Background: an optimization exercise with open tools, aiming at small area and a short achievable clock period. Do not read the settings as production practice.
The RTL was checked by simulation tests, not by an equivalence proof against the original design.
The flow treats the clock pin as an ideal source, which a real chip does not have.

==> flow/design.v, too long to show whole: its modules and the start of the top module <==
// module mac_top: 1697 lines
module mac_top #(
   parameter int A_WIDTH = 18,
   parameter int B_WIDTH = 18,
   parameter int P_WIDTH = 48
) (
   input  logic                      clk,
   input  logic                      rst_n,
   input  logic signed [A_WIDTH-1:0] data_a,
   input  logic signed [B_WIDTH-1:0] data_b,
   input  mac_pkg::mac_op_e          op,
   input  logic                      activate_mac,
   output logic signed [P_WIDTH-1:0] data_p,
   output logic                      p_valid
);
  // ...
==> flow/flow/run.sh <==
#!/bin/bash
# The standard layout, with these changes in how it is made:
# - Yosys's synth runs without its early ABC pass (-noabc), so the full
#   adders it extracts keep their polarity (no inverters between them);
# - the port buffers are the smallest buffer (buf_1) instead of the
#   default clkdlybuf4s50_1; every port is still buffered;
# - after CTS, flow/pq_clock_delay.tcl puts a delay chain in front of the
#   result register's clock (useful skew for the register-to-register
#   multiply-add paths);
# - only the setup repair after global routing, the first that sees that
#   skew, is given a setup margin (flow/grt_margin.tcl).
export SYNTH_ARGS="-noabc"
export BUFFER_PORTS_ARGS="-buffer_cell sky130_fd_sc_hd__buf_1"
export POST_CTS_TCL="$PWD/flow/pq_clock_delay.tcl"
export PQ_DLY_CELLS="sky130_fd_sc_hd__clkdlybuf4s50_1 sky130_fd_sc_hd__clkdlybuf4s50_1 sky130_fd_sc_hd__clkdlybuf4s50_1"
export PQ_SKIP_BITS=8
export PQ_DRV_CELL=sky130_fd_sc_hd__clkbuf_4
export PQ_BUF_CELL=sky130_fd_sc_hd__clkbuf_8
export PRE_GLOBAL_ROUTE_TCL="$PWD/flow/grt_margin.tcl"
bash standard.sh > standard.log 2>&1
==> flow/flow/grt_margin.tcl <==
# Pre-global-route hook: the setup repair after global routing aims at
# 5.35 ns of slack. It is the first repair that sees the
# result register's delayed clock, so it is the only one given a margin.
set ::env(SETUP_SLACK_MARGIN) 5.35
==> flow/flow/pq_clock_delay.tcl <==
# Post-CTS hook: the result register p_q (bits PQ_SKIP_BITS and up) gets
# its clock later than the operand registers. This is useful skew for the
# operand -> result paths (the long multiply-add paths); the result
# register's own feedback path sees about the same delay at both ends,
# and the low result bits, with short paths and ample slack, keep the
# undelayed clock. One delay chain (PQ_DLY_CELLS, then PQ_DRV_CELL) hangs
# off the clock root; below it, one PQ_BUF_CELL per clock-tree leaf drives
# that leaf's delayed flops. The later repair steps see the new timing.
set block [ord::get_db_block]
set db [ord::get_db]
set groups [dict create]
set n 0
set sx 0; set sy 0; set m 0
foreach inst [$block getInsts] {
  if {[regexp {^p_q\\?\[([0-9]+)} [$inst getName] -> bit] && [string match sky130_fd_sc_hd__df* [[$inst getMaster] getName]]} {
    incr n
    if {$bit < $::env(PQ_SKIP_BITS)} { continue }
    set net [[$inst findITerm CLK] getNet]
    dict lappend groups [$net getName] $inst
    set bb [$inst getBBox]
    set sx [expr {$sx + [$bb xMin]}]; set sy [expr {$sy + [$bb yMin]}]; incr m
  }
}
if {$n != 48} { error "pq_clock_delay: expected 48 result flops, found $n" }
# the clock root net: the net that drives the first leaf buffer
set leafnet [$block findNet [lindex [dict keys $groups] 0]]
set leafbuf [[$leafnet getFirstOutput] getInst]
set rootnet [[$leafbuf findITerm A] getNet]
puts "pq_clock_delay: root net [$rootnet getName]"
proc pq_add {block master name innet x y} {
  set inst [odb::dbInst_create $block $master $name]
  set out [odb::dbNet_create $block "${name}_clk"]
  $out setSigType CLOCK
  [$inst findITerm A] connect $innet
  [$inst findITerm X] connect $out
  $inst setLocation $x $y
  $inst setPlacementStatus PLACED
  return $out
}
set cx [expr {int($sx / $m)}]; set cy [expr {int($sy / $m)}]
set prev $rootnet
set k 0
foreach c [concat $::env(PQ_DLY_CELLS) $::env(PQ_DRV_CELL)] {
  set prev [pq_add $block [$db findMaster $c] "pq_clkdly_$k" $prev $cx $cy]
  incr k
}
set g 0
dict for {netname flops} $groups {
  set gx 0; set gy 0
  foreach f $flops {
    set bb [$f getBBox]
    set gx [expr {$gx + [$bb xMin]}]; set gy [expr {$gy + [$bb yMin]}]
  }
  set gx [expr {int($gx / [llength $flops])}]
  set gy [expr {int($gy / [llength $flops])}]
  set out [pq_add $block [$db findMaster $::env(PQ_BUF_CELL)] "pq_clkbuf_$g" $prev $gx $gy]
  foreach f $flops {
    set it [$f findITerm CLK]
    $it disconnect
    $it connect $out
  }
  puts "pq_clock_delay: group $g (from $netname): [llength $flops] flops"
  incr g
}
global_connect
detailed_placement
check_placement -verbose
estimate_parasitics -placement
report_clock_skew
==> flow/standard.sh <==
#!/bin/bash
# synth_recipe.tcl (not shown) runs the flow's synth.tcl, then flattens the netlist and writes it again
# the make line also repeats each setting of config.mk as NAME=value (left out here)
make -C /OpenROAD-flow-scripts/flow DESIGN_CONFIG=/design/flow/config.mk WORK_HOME=/design/flow/orfs CLKGATE_MAP_FILE= SYNTH_SCRIPT=/design/flow/synth_recipe.tcl "${@:-finish}"
==> flow/config.mk <==
export PLATFORM = sky130hd
export DESIGN_NAME = mac_top
export DESIGN_NICKNAME = mac_top
export VERILOG_FILES = /design/flow/design.v
export SDC_FILE = /design/flow/constraint.sdc
export NUM_CORES = 4
export LEC_CHECK = 0
export ABC_AREA = 1
export CAP_MARGIN = 20
export CORE_MARGIN = 2
export CORE_UTILIZATION = 40
export CTS_BUF_LIST = sky130_fd_sc_hd__clkbuf_4 sky130_fd_sc_hd__clkbuf_8
export HOLD_SLACK_MARGIN = 0.1
export SLEW_MARGIN = 20
==> flow/constraint.sdc <==
create_clock -name core_clock -period 10.0 [get_ports {clk}]
set_input_delay 2.0000 -clock core_clock [delete_from_list [all_inputs] [get_ports {clk}]]
set_output_delay 2.0000 -clock core_clock [all_outputs]
set_load 0.01 [all_outputs]
==> results.toml, run 1 <==
[status]
status = "finished clean"

[placed_design]
numPortBuffers = 89
preCtsSetupSlack_ns = 3.87
post_dp_cell_area_um2 = 12200

[setup_path]
rrSetupSlack_ns = 5.53
slowest_delay_ns = 0.43
path_cells = "clkbuf_2"
endpoint_kind = "primary output"

[cts]
clk-insertion-delay-late_ns = 2.20

[layout]
fin_area_um2 = 13300
layout_common_cells = "nand2_1, xor2_1, o22ai_1, fa_1, inv_1"
regArea_um2 = 2290
drive_gt1_frac = 0.0787
final_common_cell = "nand2_1"
sh_seq_area = 0.172

[worst_hold_path]
min-delay-start = "a_q[13]$_DFF_P_"

[yosys]
synth_nets = 1565
async_flop_share = 0.711
synth-seq-cells = 97

[timing]
drv_slew = 0
fin_tns_setup_ns = 0
rsz0062_at_grt = "true"
hold_viol = 0

[drt]
first_iter_violations = 762
drt_wl_total_um = 30700
ant_nets = 0
top_layer = "met4"

[die]
pin_count = 90
tapCellCount = 384

[grt]
grt_max_degree = 70
==> inputs of run 2 (changes only) <==
--- a/flow/design.v
+++ b/flow/design.v
@@ -1284,431 +1284,271 @@
    assign gg23 = g0[45] | (p0[45] & g0[44]);
    logic kp23;
    assign kp23 = p0[45] & p0[44];
    logic gg24;
    assign gg24 = g0[47] | (p0[47] & g0[46]);
    logic kp24;
    assign kp24 = p0[47] & p0[46];
    logic gg25;
-   assign gg25 = g0[2] | (p0[2] & gg1);
+   assign gg25 = gg2 | (kp2 & gg1);
    logic kp25;
-   assign kp25 = p0[2] & kp1;
+   assign kp25 = kp2 & kp1;
    logic gg26;
-   assign gg26 = gg2 | (kp2 & gg1);
+   assign gg26 = gg4 | (kp4 & gg3);
    logic kp26;
-   assign kp26 = kp2 & kp1;
+   assign kp26 = kp4 & kp3;
    logic gg27;
-   assign gg27 = g0[6] | (p0[6] & gg3);
+   assign gg27 = gg6 | (kp6 & gg5);
    logic kp27;
-   assign kp27 = p0[6] & kp3;
+   assign kp27 = kp6 & kp5;
    logic gg28;
-   assign gg28 = gg4 | (kp4 & gg3);
+   assign gg28 = gg8 | (kp8 & gg7);
    logic kp28;
-   assign kp28 = kp4 & kp3;
+   assign kp28 = kp8 & kp7;
    logic gg29;
-   assign gg29 = g0[10] | (p0[10] & gg5);
+   assign gg29 = gg10 | (kp10 & gg9);
    logic kp29;
-   assign kp29 = p0[10] & kp5;
+   assign kp29 = kp10 & kp9;
    logic gg30;
-   assign gg30 = gg6 | (kp6 & gg5);
+   assign gg30 = gg12 | (kp12 & gg11);
    logic kp30;
-   assign kp30 = kp6 & kp5;
+   assign kp30 = kp12 & kp11;
    logic gg31;
-   assign gg31 = g0[14] | (p0[14] & gg7);
+   assign gg31 = gg14 | (kp14 & gg13);
    logic kp31;
-   assign kp31 = p0[14] & kp7;
+   assign kp31 = kp14 & kp13;
    logic gg32;
-   assign gg32 = gg8 | (kp8 & gg7);
+   assign gg32 = gg16 | (kp16 & gg15);
    logic kp32;
-   assign kp32 = kp8 & kp7;
+   assign kp32 = kp16 & kp15;
    logic gg33;
-   assign gg33 = g0[18] | (p0[18] & gg9);
+   assign gg33 = gg18 | (kp18 & gg17);
    logic kp33;
-   assign kp33 = p0[18] & kp9;
+   assign kp33 = kp18 & kp17;
    logic gg34;
-   assign gg34 = gg10 | (kp10 & gg9);
+   assign gg34 = gg20 | (kp20 & gg19);
    logic kp34;
-   assign kp34 = kp10 & kp9;
+   assign kp34 = kp20 & kp19;
    logic gg35;
-   assign gg35 = g0[22] | (p0[22] & gg11);
+   assign gg35 = gg22 | (kp22 & gg21);
    logic kp35;
-   assign kp35 = p0[22] & kp11;
+   assign kp35 = kp22 & kp21;
    logic gg36;
-   assign gg36 = gg12 | (kp12 & gg11);
+   assign gg36 = gg24 | (kp24 & gg23);
    logic kp36;
-   assign kp36 = kp12 & kp11;
+   assign kp36 = kp24 & kp23;
    logic gg37;
-   assign gg37 = g0[26] | (p0[26] & gg13);
+   assign gg37 = gg26 | (kp26 & gg25);
    logic kp37;
-   assign kp37 = p0[26] & kp13;
+   assign kp37 = kp26 & kp25;
    logic gg38;
-   assign gg38 = gg14 | (kp14 & gg13);
+   assign gg38 = gg28 | (kp28 & gg27);
    logic kp38;
-   assign kp38 = kp14 & kp13;
+   assign kp38 = kp28 & kp27;
    logic gg39;
-   assign gg39 = g0[30] | (p0[30] & gg15);
+   assign gg39 = gg30 | (kp30 & gg29);
    logic kp39;
-   assign kp39 = p0[30] & kp15;
+   assign kp39 = kp30 & kp29;
    logic gg40;
-   assign gg40 = gg16 | (kp16 & gg15);
+   assign gg40 = gg32 | (kp32 & gg31);
    logic kp40;
-   assign kp40 = kp16 & kp15;
+   assign kp40 = kp32 & kp31;
    logic gg41;
-   assign gg41 = g0[34] | (p0[34] & gg17);
+   assign gg41 = gg34 | (kp34 & gg33);
    logic kp41;
-   assign kp41 = p0[34] & kp17;
+   assign kp41 = kp34 & kp33;
    logic gg42;
-   assign gg42 = gg18 | (kp18 & gg17);
+   assign gg42 = gg36 | (kp36 & gg35);
    logic kp42;
-   assign kp42 = kp18 & kp17;
+   assign kp42 = kp36 & kp35;
    logic gg43;
-   assign gg43 = g0[38] | (p0[38] & gg19);
+   assign gg43 = gg38 | (kp38 & gg37);
    logic kp43;
-   assign kp43 = p0[38] & kp19;
+   assign kp43 = kp38 & kp37;
    logic gg44;
-   assign gg44 = gg20 | (kp20 & gg19);
+   assign gg44 = gg40 | (kp40 & gg39);
    logic kp44;
-   assign kp44 = kp20 & kp19;
+   assign kp44 = kp40 & kp39;
    logic gg45;
-   assign gg45 = g0[42] | (p0[42] & gg21);
+   assign gg45 = gg42 | (kp42 & gg41);
    logic kp45;
-   assign kp45 = p0[42] & kp21;
+   assign kp45 = kp42 & kp41;
    logic gg46;
-   assign gg46 = gg22 | (kp22 & gg21);
+   assign gg46 = gg44 | (kp44 & gg43);
    logic kp46;
-   assign kp46 = kp22 & kp21;
+   assign kp46 = kp44 & kp43;
    logic gg47;
-   assign gg47 = g0[46] | (p0[46] & gg23);
+   assign gg47 = gg45 | (kp45 & gg46);
    logic kp47;
-   assign kp47 = p0[46] & kp23;
+   assign kp47 = kp45 & kp46;
    logic gg48;
-   assign gg48 = gg24 | (kp24 & gg23);
+   assign gg48 = gg39 | (kp39 & gg43);
    logic kp48;
-   assign kp48 = kp24 & kp23;
+   assign kp48 = kp39 & kp43;
    logic gg49;
-   assign gg49 = g0[4] | (p0[4] & gg26);
+   assign gg49 = gg41 | (kp41 & gg46);
    logic kp49;
-   assign kp49 = p0[4] & kp26;
+   assign kp49 = kp41 & kp46;
    logic gg50;
-   assign gg50 = gg3 | (kp3 & gg26);
+   assign gg50 = gg27 | (kp27 & gg37);
    logic kp50;
-   assign kp50 = kp3 & kp26;
+   assign kp50 = kp27 & kp37;
    logic gg51;
-   assign gg51 = gg27 | (kp27 & gg26);
+   assign gg51 = gg29 | (kp29 & gg43);
    logic kp51;
-   assign kp51 = kp27 & kp26;
+   assign kp51 = kp29 & kp43;
    logic gg52;
-   assign gg52 = gg28 | (kp28 & gg26);
+   assign gg52 = gg31 | (kp31 & gg48);
    logic kp52;
-   assign kp52 = kp28 & kp26;
+   assign kp52 = kp31 & kp48;
    logic gg53;
-   assign gg53 = g0[12] | (p0[12] & gg30);
+   assign gg53 = gg33 | (kp33 & gg46);
    logic kp53;
-   assign kp53 = p0[12] & kp30;
+   assign kp53 = kp33 & kp46;
    logic gg54;
-   assign gg54 = gg7 | (kp7 & gg30);
+   assign gg54 = gg35 | (kp35 & gg49);
    logic kp54;
-   assign kp54 = kp7 & kp30;
+   assign kp54 = kp35 & kp49;
    logic gg55;
-   assign gg55 = gg31 | (kp31 & gg30);
+   assign gg55 = gg3 | (kp3 & gg25);
    logic kp55;
-   assign kp55 = kp31 & kp30;
+   assign kp55 = kp3 & kp25;
    logic gg56;
-   assign gg56 = gg32 | (kp32 & gg30);
+   assign gg56 = gg5 | (kp5 & gg37);
    logic kp56;
-   assign kp56 = kp32 & kp30;
+   assign kp56 = kp5 & kp37;
    logic gg57;
-   assign gg57 = g0[20] | (p0[20] & gg34);
+   assign gg57 = gg7 | (kp7 & gg50);
    logic kp57;
-   assign kp57 = p0[20] & kp34;
+   assign kp57 = kp7 & kp50;
    logic gg58;
-   assign gg58 = gg11 | (kp11 & gg34);
+   assign gg58 = gg9 | (kp9 & gg43);
    logic kp58;
-   assign kp58 = kp11 & kp34;
+   assign kp58 = kp9 & kp43;
    logic gg59;
-   assign gg59 = gg35 | (kp35 & gg34);
+   assign gg59 = gg11 | (kp11 & gg51);
    logic kp59;
-   assign kp59 = kp35 & kp34;
+   assign kp59 = kp11 & kp51;
    logic gg60;
-   assign gg60 = gg36 | (kp36 & gg34);
+   assign gg60 = gg13 | (kp13 & gg48);
    logic kp60;
-   assign kp60 = kp36 & kp34;
+   assign kp60 = kp13 & kp48;
    logic gg61;
-   assign gg61 = g0[28] | (p0[28] & gg38);
+   assign gg61 = gg15 | (kp15 & gg52);
    logic kp61;
-   assign kp61 = p0[28] & kp38;
+   assign kp61 = kp15 & kp52;
    logic gg62;
-   assign gg62 = gg15 | (kp15 & gg38);
+   assign gg62 = gg17 | (kp17 & gg46);
    logic kp62;
-   assign kp62 = kp15 & kp38;
+   assign kp62 = kp17 & kp46;
    logic gg63;
-   assign gg63 = gg39 | (kp39 & gg38);
+   assign gg63 = gg19 | (kp19 & gg53);
    logic kp63;
-   assign kp63 = kp39 & kp38;
+   assign kp63 = kp19 & kp53;
    logic gg64;
-   assign gg64 = gg40 | (kp40 & gg38);
+   assign gg64 = gg21 | (kp21 & gg49);
    logic kp64;
-   assign kp64 = kp40 & kp38;
+   assign kp64 = kp21 & kp49;
    logic gg65;
-   assign gg65 = g0[36] | (p0[36] & gg42);
+   assign gg65 = gg23 | (kp23 & gg54);
    logic kp65;
-   assign kp65 = p0[36] & kp42;
+   assign kp65 = kp23 & kp54;
    logic gg66;
-   assign gg66 = gg19 | (kp19 & gg42);
+   assign gg66 = g0[2] | (p0[2] & gg1);
    logic kp66;
-   assign kp66 = kp19 & kp42;
+   assign kp66 = p0[2] & kp1;
    logic gg67;
-   assign gg67 = gg43 | (kp43 & gg42);
+   assign gg67 = g0[4] | (p0[4] & gg25);
    logic kp67;
-   assign kp67 = kp43 & kp42;
+   assign kp67 = p0[4] & kp25;
    logic gg68;
-   assign gg68 = gg44 | (kp44 & gg42);
+   assign gg68 = g0[6] | (p0[6] & gg55);
    logic kp68;
-   assign kp68 = kp44 & kp42;
+   assign kp68 = p0[6] & kp55;
    logic gg69;
-   assign gg69 = g0[44] | (p0[44] & gg46);
+   assign gg69 = g0[8] | (p0[8] & gg37);
    logic kp69;
-   assign kp69 = p0[44] & kp46;
+   assign kp69 = p0[8] & kp37;
    logic gg70;
-   assign gg70 = gg23 | (kp23 & gg46);
+   assign gg70 = g0[10] | (p0[10] & gg56);
    logic kp70;
-   assign kp70 = kp23 & kp46;
+   assign kp70 = p0[10] & kp56;
    logic gg71;
-   assign gg71 = gg47 | (kp47 & gg46);
+   assign gg71 = g0[12] | (p0[12] & gg50);
    logic kp71;
-   assign kp71 = kp47 & kp46;
+   assign kp71 = p0[12] & kp50;
    logic gg72;
-   assign gg72 = gg48 | (kp48 & gg46);
+   assign gg72 = g0[14] | (p0[14] & gg57);
    logic kp72;
-   assign kp72 = kp48 & kp46;
+   assign kp72 = p0[14] & kp57;
    logic gg73;
-   assign gg73 = g0[8] | (p0[8] & gg52);
+   assign gg73 = g0[16] | (p0[16] & gg43);
    logic kp73;
-   assign kp73 = p0[8] & kp52;
+   assign kp73 = p0[16] & kp43;
    logic gg74;
-   assign gg74 = gg5 | (kp5 & gg52);
+   assign gg74 = g0[18] | (p0[18] & gg58);
    logic kp74;
-   assign kp74 = kp5 & kp52;
+   assign kp74 = p0[18] & kp58;
    logic gg75;
-   assign gg75 = gg29 | (kp29 & gg52);
+   assign gg75 = g0[20] | (p0[20] & gg51);
    logic kp75;
-   assign kp75 = kp29 & kp52;
+   assign kp75 = p0[20] & kp51;
    logic gg76;
-   assign gg76 = gg30 | (kp30 & gg52);
+   assign gg76 = g0[22] | (p0[22] & gg59);
    logic kp76;
-   assign kp76 = kp30 & kp52;
+   assign kp76 = p0[22] & kp59;
    logic gg77;
-   assign gg77 = gg53 | (kp53 & gg52);
+   assign gg77 = g0[24] | (p0[24] & gg48);
    logic kp77;
-   assign kp77 = kp53 & kp52;
+   assign kp77 = p0[24] & kp48;
    logic gg78;
-   assign gg78 = gg54 | (kp54 & gg52);
+   assign gg78 = g0[26] | (p0[26] & gg60);
    logic kp78;
-   assign kp78 = kp54 & kp52;
+   assign kp78 = p0[26] & kp60;
    logic gg79;
-   assign gg79 = gg55 | (kp55 & gg52);
+   assign gg79 = g0[28] | (p0[28] & gg52);
    logic kp79;
-   assign kp79 = kp55 & kp52;
+   assign kp79 = p0[28] & kp52;
    logic gg80;
-   assign gg80 = gg56 | (kp56 & gg52);
+   assign gg80 = g0[30] | (p0[30] & gg61);
    logic kp80;
-   assign kp80 = kp56 & kp52;
+   assign kp80 = p0[30] & kp61;
    logic gg81;
-   assign gg81 = g0[24] | (p0[24] & gg60);
+   assign gg81 = g0[32] | (p0[32] & gg46);
    logic kp81;
-   assign kp81 = p0[24] & kp60;
+   assign kp81 = p0[32] & kp46;
    logic gg82;
-   assign gg82 = gg13 | (kp13 & gg60);
+   assign gg82 = g0[34] | (p0[34] & gg62);
    logic kp82;
-   assign kp82 = kp13 & kp60;
+   assign kp82 = p0[34] & kp62;
    logic gg83;
-   assign gg83 = gg37 | (kp37 & gg60);
+   assign gg83 = g0[36] | (p0[36] & gg53);
    logic kp83;
-   assign kp83 = kp37 & kp60;
+   assign kp83 = p0[36] & kp53;
    logic gg84;
-   assign gg84 = gg38 | (kp38 & gg60);
+   assign gg84 = g0[38] | (p0[38] & gg63);
    logic kp84;
-   assign kp84 = kp38 & kp60;
+   assign kp84 = p0[38] & kp63;
    logic gg85;
-   assign gg85 = gg61 | (kp61 & gg60);
+   assign gg85 = g0[40] | (p0[40] & gg49);
    logic kp85;
-   assign kp85 = kp61 & kp60;
+   assign kp85 = p0[40] & kp49;
    logic gg86;
-   assign gg86 = gg62 | (kp62 & gg60);
+   assign gg86 = g0[42] | (p0[42] & gg64);
    logic kp86;
-   assign kp86 = kp62 & kp60;
+   assign kp86 = p0[42] & kp64;
    logic gg87;
-   assign gg87 = gg63 | (kp63 & gg60);
+   assign gg87 = g0[44] | (p0[44] & gg54);
    logic kp87;
-   assign kp87 = kp63 & kp60;
+   assign kp87 = p0[44] & kp54;
    logic gg88;
-   assign gg88 = gg64 | (kp64 & gg60);
+   assign gg88 = g0[46] | (p0[46] & gg65);
    logic kp88;
-   assign kp88 = kp64 & kp60;
-   logic gg89;
-   assign gg89 = g0[40] | (p0[40] & gg68);
-   logic kp89;
-   assign kp89 = p0[40] & kp68;
-   logic gg90;
-   assign gg90 = gg21 | (kp21 & gg68);
-   logic kp90;
-   assign kp90 = kp21 & kp68;
-   logic gg91;
-   assign gg91 = gg45 | (kp45 & gg68);
-   logic kp91;
-   assign kp91 = kp45 & kp68;
-   logic gg92;
-   assign gg92 = gg46 | (kp46 & gg68);
-   logic kp92;
-   assign kp92 = kp46 & kp68;
-   logic gg93;
-   assign gg93 = gg69 | (kp69 & gg68);
-   logic kp93;
-   assign kp93 = kp69 & kp68;
-   logic gg94;
-   assign gg94 = gg70 | (kp70 & gg68);
-   logic kp94;
-   assign kp94 = kp70 & kp68;
-   logic gg95;
-   assign gg95 = gg71 | (kp71 & gg68);
-   logic kp95;
-   assign kp95 = kp71 & kp68;
-   logic gg96;
-   assign gg96 = gg72 | (kp72 & gg68);
-   logic kp96;
-   assign kp96 = kp72 & kp68;
-   logic gg97;
-   assign gg97 = g0[16] | (p0[16] & gg80);
-   logic kp97;
-   assign kp97 = p0[16] & kp80;
-   logic gg98;
-   assign gg98 = gg9 | (kp9 & gg80);
-   logic kp98;
-   assign kp98 = kp9 & kp80;
-   logic gg99;
-   assign gg99 = gg33 | (kp33 & gg80);
-   logic kp99;
-   assign kp99 = kp33 & kp80;
-   logic gg100;
-   assign gg100 = gg34 | (kp34 & gg80);
-   logic kp100;
-   assign kp100 = kp34 & kp80;
-   logic gg101;
-   assign gg101 = gg57 | (kp57 & gg80);
-   logic kp101;
-   assign kp101 = kp57 & kp80;
-   logic gg102;
-   assign gg102 = gg58 | (kp58 & gg80);
-   logic kp102;
-   assign kp102 = kp58 & kp80;
-   logic gg103;
-   assign gg103 = gg59 | (kp59 & gg80);
-   logic kp103;
-   assign kp103 = kp59 & kp80;
-   logic gg104;
-   assign gg104 = gg60 | (kp60 & gg80);
-   logic kp104;
-   assign kp104 = kp60 & kp80;
-   logic gg105;
-   assign gg105 = gg81 | (kp81 & gg80);
-   logic kp105;
-   assign kp105 = kp81 & kp80;
-   logic gg106;
-   assign gg106 = gg82 | (kp82 & gg80);
-   logic kp106;
-   assign kp106 = kp82 & kp80;
-   logic gg107;
-   assign gg107 = gg83 | (kp83 & gg80);
-   logic kp107;
-   assign kp107 = kp83 & kp80;
-   logic gg108;
-   assign gg108 = gg84 | (kp84 & gg80);
-   logic kp108;
-   assign kp108 = kp84 & kp80;
-   logic gg109;
-   assign gg109 = gg85 | (kp85 & gg80);
-   logic kp109;
-   assign kp109 = kp85 & kp80;
-   logic gg110;
-   assign gg110 = gg86 | (kp86 & gg80);
-   logic kp110;
-   assign kp110 = kp86 & kp80;
-   logic gg111;
-   assign gg111 = gg87 | (kp87 & gg80);
-   logic kp111;
-   assign kp111 = kp87 & kp80;
-   logic gg112;
-   assign gg112 = gg88 | (kp88 & gg80);
-   logic kp112;
-   assign kp112 = kp88 & kp80;
-   logic gg113;
-   assign gg113 = g0[32] | (p0[32] & gg112);
-   logic kp113;
-   assign kp113 = p0[32] & kp112;
-   logic gg114;
-   assign gg114 = gg17 | (kp17 & gg112);
-   logic kp114;
-   assign kp114 = kp17 & kp112;
-   logic gg115;
-   assign gg115 = gg41 | (kp41 & gg112);
-   logic kp115;
-   assign kp115 = kp41 & kp112;
-   logic gg116;
-   assign gg116 = gg42 | (kp42 & gg112);
-   logic kp116;
-   assign kp116 = kp42 & kp112;
-   logic gg117;
-   assign gg117 = gg65 | (kp65 & gg112);
-   logic kp117;
-   assign kp117 = kp65 & kp112;
-   logic gg118;
-   assign gg118 = gg66 | (kp66 & gg112);
-   logic kp118;
-   assign kp118 = kp66 & kp112;
-   logic gg119;
-   assign gg119 = gg67 | (kp67 & gg112);
-   logic kp119;
-   assign kp119 = kp67 & kp112;
-   logic gg120;
-   assign gg120 = gg68 | (kp68 & gg112);
-   logic kp120;
-   assign kp120 = kp68 & kp112;
-   logic gg121;
-   assign gg121 = gg89 | (kp89 & gg112);
-   logic kp121;
-   assign kp121 = kp89 & kp112;
-   logic gg122;
-   assign gg122 = gg90 | (kp90 & gg112);
-   logic kp122;
-   assign kp122 = kp90 & kp112;
-   logic gg123;
-   assign gg123 = gg91 | (kp91 & gg112);
-   logic kp123;
-   assign kp123 = kp91 & kp112;
-   logic gg124;
-   assign gg124 = gg92 | (kp92 & gg112);
-   logic kp124;
-   assign kp124 = kp92 & kp112;
-   logic gg125;
-   assign gg125 = gg93 | (kp93 & gg112);
-   logic kp125;
-   assign kp125 = kp93 & kp112;
-   logic gg126;
-   assign gg126 = gg94 | (kp94 & gg112);
-   logic kp126;
-   assign kp126 = kp94 & kp112;
-   logic gg127;
-   assign gg127 = gg95 | (kp95 & gg112);
-   logic kp127;
-   assign kp127 = kp95 & kp112;
-   logic gg128;
-   assign gg128 = gg96 | (kp96 & gg112);
-   logic kp128;
-   assign kp128 = kp96 & kp112;
-   assign p_next = p0 ^ {gg127, gg126, gg125, gg124, gg123, gg122, gg121, gg120, gg119, gg118, gg117, gg116, gg115, gg114, gg113, gg112, gg111, gg110, gg109, gg108, gg107, gg106, gg105, gg104, gg103, gg102, gg101, gg100, gg99, gg98, gg97, gg80, gg79, gg78, gg77, gg76, gg75, gg74, gg73, gg52, gg51, gg50, gg49, gg26, gg25, gg1, g0[0], 1'b0};
+   assign kp88 = p0[46] & kp65;
+   assign p_next = p0 ^ {gg88, gg65, gg87, gg54, gg86, gg64, gg85, gg49, gg84, gg63, gg83, gg53, gg82, gg62, gg81, gg46, gg80, gg61, gg79, gg52, gg78, gg60, gg77, gg48, gg76, gg59, gg75, gg51, gg74, gg58, gg73, gg43, gg72, gg57, gg71, gg50, gg70, gg56, gg69, gg37, gg68, gg55, gg67, gg25, gg66, gg1, g0[0], 1'b0};
    always_ff @(posedge clk or negedge rst_n) begin
       if (!rst_n) p_q <= '0;
       else        p_q <= p_next;
    end
    assign data_p  = p_q;
    assign p_valid = pv_q;
 endmodule
==> flow/flow/run.sh (replaced) <==
#!/bin/bash
# The standard layout, with these changes in how it is made:
# - Yosys's synth runs without its early ABC pass (-noabc), so the full
#   adders it extracts keep their polarity (no inverters between them);
# - the port buffers are the smallest buffer (buf_1) instead of the
#   default clkdlybuf4s50_1; every port is still buffered;
# - after CTS, flow/pq_clock_delay.tcl puts delay chains in front of the
#   result register's clock (useful skew for the register-to-register
#   multiply-add paths);
# - only the setup repair after global routing, the first that sees that
#   skew, is given a setup margin (flow/grt_margin.tcl).
export SYNTH_ARGS="-noabc"
export BUFFER_PORTS_ARGS="-buffer_cell sky130_fd_sc_hd__buf_1"
export POST_CTS_TCL="$PWD/flow/pq_clock_delay.tcl"
export PQ_DLY_CELLS="sky130_fd_sc_hd__clkdlybuf4s50_1 sky130_fd_sc_hd__clkdlybuf4s50_1 sky130_fd_sc_hd__clkdlybuf4s50_1"
export PQ_SKIP_BITS=8
export PQ_BUF_CELL=sky130_fd_sc_hd__clkbuf_8
export PRE_GLOBAL_ROUTE_TCL="$PWD/flow/grt_margin.tcl"
bash standard.sh > standard.log 2>&1
==> flow/flow/pq_clock_delay.tcl (replaced) <==
# Post-CTS hook: the result register p_q gets its clock through a short
# delay chain below each clock-tree leaf that drives it, so its clock
# arrives later than the operand registers'. This is useful skew for the
# operand -> result paths (the long multiply-add paths); the result
# register's own feedback path sees about the same delay at both ends.
# The low bits (below PQ_SKIP_BITS) keep the undelayed clock.
# The later repair steps (global route) see and repair the new timing.
set block [ord::get_db_block]
set db [ord::get_db]
set chain {}
foreach c $::env(PQ_DLY_CELLS) { lappend chain [$db findMaster $c] }
lappend chain [$db findMaster $::env(PQ_BUF_CELL)]
set groups [dict create]
set n 0
foreach inst [$block getInsts] {
  if {[regexp {^p_q\\?\[([0-9]+)} [$inst getName]] && [string match sky130_fd_sc_hd__df* [[$inst getMaster] getName]]} {
    incr n
    regexp {^p_q\\?\[([0-9]+)} [$inst getName] -> bit
    # the low result bits have short paths and ample setup slack: no delay
    if {$bit < $::env(PQ_SKIP_BITS)} { continue }
    set net [[$inst findITerm CLK] getNet]
    dict lappend groups [$net getName] $inst
  }
}
if {$n != 48} { error "pq_clock_delay: expected 48 result flops, found $n" }
set g 0
dict for {netname flops} $groups {
  set net [$block findNet $netname]
  set sx 0; set sy 0
  foreach f $flops {
    set bb [$f getBBox]
    set sx [expr {$sx + [$bb xMin]}]; set sy [expr {$sy + [$bb yMin]}]
  }
  set cx [expr {int($sx / [llength $flops])}]
  set cy [expr {int($sy / [llength $flops])}]
  set prev $net
  set k 0
  foreach m $chain {
    set inst [odb::dbInst_create $block $m "pq_clkdly_${g}_$k"]
    set out [odb::dbNet_create $block "pq_clk_${g}_$k"]
    $out setSigType CLOCK
    [$inst findITerm A] connect $prev
    [$inst findITerm X] connect $out
    $inst setLocation $cx $cy
    $inst setPlacementStatus PLACED
    set prev $out
    incr k
  }
  foreach f $flops {
    set it [$f findITerm CLK]
    $it disconnect
    $it connect $prev
  }
  puts "pq_clock_delay: group $g under $netname: [llength $flops] flops"
  incr g
}
global_connect
detailed_placement
check_placement -verbose
estimate_parasitics -placement
report_clock_skew
==> run 2 against run 1 <==
  * Critical path depth unchanged
  * Global-route usage up 0.79 points
  * Flip-flop and latch count unchanged
  * Sequential share of layout area up 0.10 points
  * Via count down 7.6%
  * Setup slack better by 0.20 ns
  * Fmax grew 4.3%
  * Clock skew shrank 0.19 ns
  * Largest cell class unchanged
  * Highest routed layer unchanged
==> results.toml, run 2 <==
[status]
status = "finished clean"

[layout]
regMostFlops = "p_q"
fin_cells = 1681
reg_top3 = "p_q: 48 flops, a_q: 18 flops"
fill_cells = 2678
utilization = 0.478
drive_gt1_frac = 0.107
n_antenna_cell = 0
layout_common_cells = "xor2_1, fa_1, o22ai_1, nand2_1, inv_1"
largest_register_ffs = 48
synthToLayoutAreaGrowth_pct = 18.0
final_common_cell = "xor2_1"
finalNetCount = 1587

[die]
die_w_um = 172
die_y_um = 172
initial_core_util = 0.405
core_area_um2 = 27800
pin_count = 90
dieArea_um2 = 29500
rows = 61

[timing]
slew_headroom = 0.367
worstMarginPinSlew_ns = 0.950
rsz0062_at_grt = "true"
fin_crit_ns = 4.57
max_freq_ghz = 0.219
drv_slew = 0
final-setup-viol-count = 0
hold_viol = 0
fin_tns_setup_ns = 0
whs_ns = 0.0316
skew_ns = 1.66
fin_crit_sh = 0.457
postLayoutSetupSlackWorst_ns = 5.43

[placed_design]
numPortBuffers = 89
dp.cells = 1564
preCtsSetupSlack_ns = 3.60
place_hpwl_um = 20900
globalplace.congestion = 0.875

[yosys]
synth_edf_count = 0
synth.area.top_cells = "fa_1, dfrtp_1, xor2_1"
post-synth-top-count-cell = "xor2_1"
ys_seq_area_frac = 0.203
synth_top_area_frac = 0.293
yosys_warnings = 1
synth_nets = 1439
synth_top_area_cell = "fa_1"
synth.distinct_cells = 32
synth_cells = 1150
ys.flop_type = "dfrtp_1"
synth_common_cells = "xor2_1, fa_1, o22ai_1"
async_flop_share = 0.711
syn_area_per_cell_um2 = 9.80
syn-cell-area_um2 = 11300
synth-seq-cells = 97

[setup_path]
start_kind = "flop"
r2r_end = "p_q[17]$_DFF_PN0_"
rrSetupSlack_ns = 5.54
path_max_fanout = 2
arrival_ns = 2.57
crit_family = "flip-flops"
rr_startpoint = "neg_q[6]$_DFF_P_"
worst-path-buf-inv = 1
endpoint_kind = "primary output"
crit_path_top_delay_cell = "dfrtp_1"
cp_data_required_time_ns = 8.00
crit_type = "flop to primary output"
slowest_delay_ns = 0.40
r2r_cells = 15
path_cells = "clkbuf_2"

[drt]
first_iter_violations = 765
ant_nets = 0
drt_wl_total_um = 29700
drcViolationCount = 0
drt-pass1-iter-count = 6
num_vias = 8761
wl_per_cell_um = 17.6
via_per_inst = 5.21

[grt]
grt_max_degree = 70
grt.total_usage = 0.208
first_global_vias = 9097
antenna_found_initial = 0
grt.overflow.total = 0
grt_pass1_wl_um = 47400

[worst_hold_path]
worstHoldEndpoint = "p_q[10]$_DFF_PN0_"
hp-class = "flop to flop"
hold_depth = 5
min-delay-start = "neg_q[4]$_DFF_P_"

[cts]
clock_sinks = 97
clk_pin_slew_ns = 0.11
cts_tree = "yes"
clk-insertion-delay-late_ns = 2.04

[job]
drv_cap = 0
## run 2: cell count changes in the layout (fill, tap and decap cells not counted), moves of 14 or more
cell	delta
clkinvlp_4	+35
clkinv_1	-36
nand2_1	-72
dlygate4sd3_1	-16
buf_1	+29
a21oi_1	-22
nand3_1	-20
fa_1	+14
inv_1	-26
clkbuf_2	-17
clkdlybuf4s50_1	+18
## run 2: worst max-delay path by stage
stage / start / endpoint / slack [ns] / cells after the start
finish: p_q[38]$_DFF_PN0_ / data_p[38] / 5.43 / 1
detailed placement: neg_q[7]$_DFF_P_ / p_q[45]$_DFF_PN0_ / 3.60 / 22
floorplan: one_q[0]$_DFF_PN0_ / p_q[45]$_DFF_PN0_ / 4.44 / 24
global placement: neg_q[2]$_DFF_P_ / p_q[45]$_DFF_PN0_ / 3.71 / 23
global route: a_q[15]$_DFF_P_ / p_q[45]$_DFF_PN0_ / 5.31 / 23
## run 2: routing by layer
| metal | share of wire | wire length, um | track usage |
|---|---|---|---|
| met2 | 0.49 | 14600 | 0.346 |
| met3 | 0.060 | 1770 | 0.0442 |
| met5 | 0 | 0 | 0 |
| met1 | 0.42 | 12400 | 0.271 |
| met4 | 0.028 | 835 | 0.0669 |
## run 2: metrics by stage
stage               cell area [um2]
floorplan                     11300
global placement              11900
detailed placement            11900
global route                  13300
finish                        13300
## run 2: final cells by class, without the clock buffers
class / instances / area, um2 / area share
buffer: 28 / 307 / 0.0231
clock inverter: 7 / 103 / 0.00772
inverter: 166 / 754 / 0.0568
multi-input combinational: 828 / 8120 / 0.611
sequential: 97 / 2300 / 0.173
tap: 378 / 473 / 0.0356
timing repair buffer: 168 / 1110 / 0.0837
## run 2: kinds of logic after synthesis
| group | after synthesis | share of synthesized area |
|---|---|---|
| simple gates | 181 | 0.0678 |
| buf+inv | 225 | 0.0763 |
| flops | 97 | 0.203 |
| compound gates | 197 | 0.110 |
| xor+xnor | 202 | 0.157 |
| fa+ha+maj | 248 | 0.385 |
==> inputs of run 3 (changes only) <==
==> flow/flow/run.sh (replaced) <==
#!/bin/bash
# The standard layout, with these changes in how it is made:
# - Yosys's synth runs without its early ABC pass (-noabc), so the full
#   adders it extracts keep their polarity (no inverters between them);
# - the port buffers are the smallest buffer (buf_1) instead of the
#   default clkdlybuf4s50_1; every port is still buffered;
# - after CTS, flow/pq_clock_delay.tcl puts delay chains in front of the
#   result register's clock (useful skew for the register-to-register
#   multiply-add paths).
export SYNTH_ARGS="-noabc"
export BUFFER_PORTS_ARGS="-buffer_cell sky130_fd_sc_hd__buf_1"
export POST_CTS_TCL="$PWD/flow/pq_clock_delay.tcl"
export PQ_DLY_CELLS="sky130_fd_sc_hd__clkdlybuf4s50_1 sky130_fd_sc_hd__clkdlybuf4s50_1 sky130_fd_sc_hd__clkdlybuf4s50_1"
export PQ_SKIP_BITS=8
export PQ_BUF_CELL=sky130_fd_sc_hd__clkbuf_8
bash standard.sh > standard.log 2>&1
--- a/flow/config.mk
+++ b/flow/config.mk
@@ -9,6 +9,5 @@
 export CAP_MARGIN = 20
 export CORE_MARGIN = 2
 export CORE_UTILIZATION = 40
-export CTS_BUF_LIST = sky130_fd_sc_hd__clkbuf_4 sky130_fd_sc_hd__clkbuf_8
-export HOLD_SLACK_MARGIN = 0.1
+export HOLD_SLACK_MARGIN = 0.05
 export SLEW_MARGIN = 20
removed: flow/flow/grt_margin.tcl
==> run 3 against run 2 <==
  * Now fails the layout checks on hold timing
  * Cell area shrank 4.6%
  * Register-to-register slack lost 0.31 ns
  * Flip-flop and latch count is the same
  * Cell count shrank 3.4%
  * Global-route usage shrank 0.079 points
  * Die area is the same
  * Sequential share of layout area grew 0.77 points
  * Wire length shrank 4.1%
  * Setup slack lost 0.19 ns
  * Fmax shrank 4.0%
==> results.toml, run 3 <==
[status]
status = "finished with violations"
check.faults = "hold timing"

[worst_hold_path]
hp-class = "flop to flop"
worstHoldEndpoint = "p_q[16]$_DFF_PN0_"
hold_depth = 11
min-delay-start = "p_q[4]$_DFF_PN0_"

[yosys]
post-synth-top-count-cell = "xor2_1"
synthMuxAreaShare = 0
synth_top_area_frac = 0.293
synth.area.top_cells = "fa_1, dfrtp_1, xor2_1"
synth-seq-cells = 97
ys.flop_type = "dfrtp_1"
synth_compound_area_frac = 0.110
synth_common_cells = "xor2_1, fa_1, o22ai_1"
synth_edf_count = 0
synth.distinct_cells = 32
synthAdderAreaFrac = 0.385
synth-simple-area-share = 0.0678
synth_nets = 1439
synth_top_family_by_area = "adder cells"
synth_top_area_cell = "fa_1"
syn_area_per_cell_um2 = 9.80
synth_cells = 1150
async_flop_share = 0.711
yosys_warnings = 1
syn-cell-area_um2 = 11300
synthXorXnorAreaFrac = 0.157
ys_seq_area_frac = 0.203

[drt]
via_per_inst = 5.19
drcViolationCount = 0
drt_wl_total_um = 28400
drt-pass1-iter-count = 5
wl_per_cell_um = 17.5
num_vias = 8429
ant_nets = 0
first_iter_violations = 554

[setup_path]
cp_data_required_time_ns = 11.91
rr_startpoint = "neg_q[7]$_DFF_P_"
start_kind = "flop"
crit_path_top_delay_cell = "dfxtp_1"
path_max_fanout = 15
rrSetupSlack_ns = 5.23
crit_type = "flop to flop"
endpoint_kind = "flop"
r2r_cells = 24
r2r_end = "p_q[47]$_DFF_PN0_"
arrival_ns = 6.68
path_cells = "clkinv_1, xor2_1, fa_1, fa_1, fa_1, fa_1, fa_1, fa_1, ha_1, a21oi_1, nand2_1, nand2_1, nand2_1, a21oi_2, nand2_4, nand2_4, nand2_4, nand2_2, nand2_2, nand2_1, nand2_1, ha_1, xnor2_1, xor2_1"
slowest_delay_ns = 0.89
crit_top_cell = "fa_1"

[layout]
final_common_cell = "xor2_1"
drive_gt1_frac = 0.0401
regMostFlops = "p_q"
largest_register_ffs = 48
layout_common_cells = "xor2_1, fa_1, o22ai_1, nand2_1, inv_1"
reg_top3 = "p_q: 48 flops, a_q: 18 flops"
n_antenna_cell = 0
synthToLayoutAreaGrowth_pct = 12.6
finalNetCount = 1530

[die]
dieArea_um2 = 29500
die_w_um = 172
die_y_um = 172
pin_count = 90
rows = 61
initial_core_util = 0.405
core_area_um2 = 27800

[timing]
whs_ns = -0.0354
final-setup-viol-count = 0
hold_viol = 3
fin_crit_sh = 0.477
fin_crit_ns = 4.77
fin_tns_setup_ns = 0
postLayoutSetupSlackWorst_ns = 5.23
drv_slew = 0
rsz0062_at_grt = "false"
worstMarginPinSlew_ns = 1.09
skew_ns = 1.69
max_freq_ghz = 0.210
slew_headroom = 0.269

[placed_design]
preCtsSetupSlack_ns = 3.60
numPortBuffers = 89
globalplace.congestion = 0.875
place_hpwl_um = 20900

[grt]
antenna_found_initial = 0
grt.overflow.total = 0
grt.total_usage = 0.207
grt_pass1_wl_um = 47300
grt_max_degree = 70
first_global_vias = 9105

[cts]
clk_pin_slew_ns = 0.08
clk-insertion-delay-late_ns = 2.03
clock_sinks = 97
cts_tree = "yes"

[job]
drv_cap = 0
==> run 3: cell count changes in the layout (fill, tap and decap cells not counted), moves of 6 or more <==
cell,delta
dfxtp_1,+6
clkbuf_8,-9
clkbuf_16,+9
dfxtp_2,-6
clkinv_1,+35
buf_1,+10
buf_12,-6
clkbuf_2,-9
clkinvlp_4,-35
buf_4,-32
dlygate4sd3_1,-19
==> run 3: layer usage <==
layer | part of all wire | global-route usage | vias up
li1 | - | - | 3923
met1 | 0.42 | 0.269 | 4201
met2 | 0.49 | 0.342 | 249
met3 | 0.051 | 0.0398 | 56
met4 | 0.032 | 0.0804 | 0
met5 | 0 | 0 | -
==> run 3: worst max path at each step <==
stage	endpoint	depth (start not counted)	slack, ns	from
final	p_q[47]$_DFF_PN0_	24	5.23	neg_q[7]$_DFF_P_
after global routing	p_q[47]$_DFF_PN0_	26	4.91	neg_q[7]$_DFF_P_
after detailed placement	p_q[45]$_DFF_PN0_	22	3.60	neg_q[7]$_DFF_P_
after global placement	p_q[45]$_DFF_PN0_	23	3.71	neg_q[2]$_DFF_P_
after floorplan	p_q[45]$_DFF_PN0_	24	4.44	one_q[0]$_DFF_PN0_
==> run 3: kinds of logic (layout without fill, tap and decap cells) <==
kind of cell | Yosys count | in the layout
fa+ha+maj | 248 | 248
buf+inv | 225 | 321
xor+xnor | 202 | 202
compound gates | 197 | 197
simple gates | 181 | 181
flops | 97 | 97
==> run 3: area by class of cell, without the clock buffers <==
class                      instances  area [um2]
fill                            2705       15100
multi-input combinational        828        8120
sequential                        97        2290
inverter                         166         623
timing repair buffer             111         543
tap                              378         473
buffer                            28         307
clock inverter                     7         103
==> run 3: critical path: cells and delay by family, from the launching register on <==
kind / cells / cell delay, ns
AO/OA/AOI/OAI: 2 / 0.44
XOR/XNOR: 3 / 0.68
adder cells (fa/ha/maj): 8 / 3.11
buffers and inverters: 1 / 0.49
flip-flops: 1 / 0.89
AND/OR/NAND/NOR: 10 / 0.74
==> run 3: metrics by stage <==
step | std cells | utilization | area (um2)
floorplan | 1150 | - | 11300
detailed placement | 1564 | 0.428 | 11900
global placement | 1564 | 0.428 | 11900
finish | 1624 | 0.457 | 12700
global route | 1624 | 0.457 | 12700

-- afterwards: timing with drivers on the ports --
How much do the figures lean on ideal ports? The routed layouts below were timed once more, with nothing changed but the port constraints.
Step 1 (the two cells are an assumption about what drives the block):
set clk [get_ports {clk}]
set_driving_cell -lib_cell sky130_fd_sc_hd__clkbuf_16 $clk
set_driving_cell -lib_cell sky130_fd_sc_hd__buf_2 [delete_from_list [all_inputs] $clk]
Step 2, shift: input delay + t, output delay - t, t = (earliest + latest rising clock arrival at the registers) / 2. This alone moves slack from input paths to output paths.
Slacks: ideal ports / drivers / drivers and shift; pairs: ideal ports / drivers.
run	t (ns)	slack for setup (ns)	hold WS [ns]	latest minus earliest clock arrival (ns)	pins driven straight from the clock port
run 1	1.317	5.229 / 5.182 / 5.527	0.038 / 0.038 / 0.038	1.851 / 1.850	1
run 2	1.252	5.425 / 5.381 / 5.542	0.032 / 0.032 / 0.032	1.659 / 1.660	1
run 3	1.238	5.234 / 5.234 / 5.234	-0.035 / -0.035 / -0.035	1.688 / 1.688	1
In every run listed the clock reaches the registers at very different times; t lies between them, and the last value is a rough guide only.
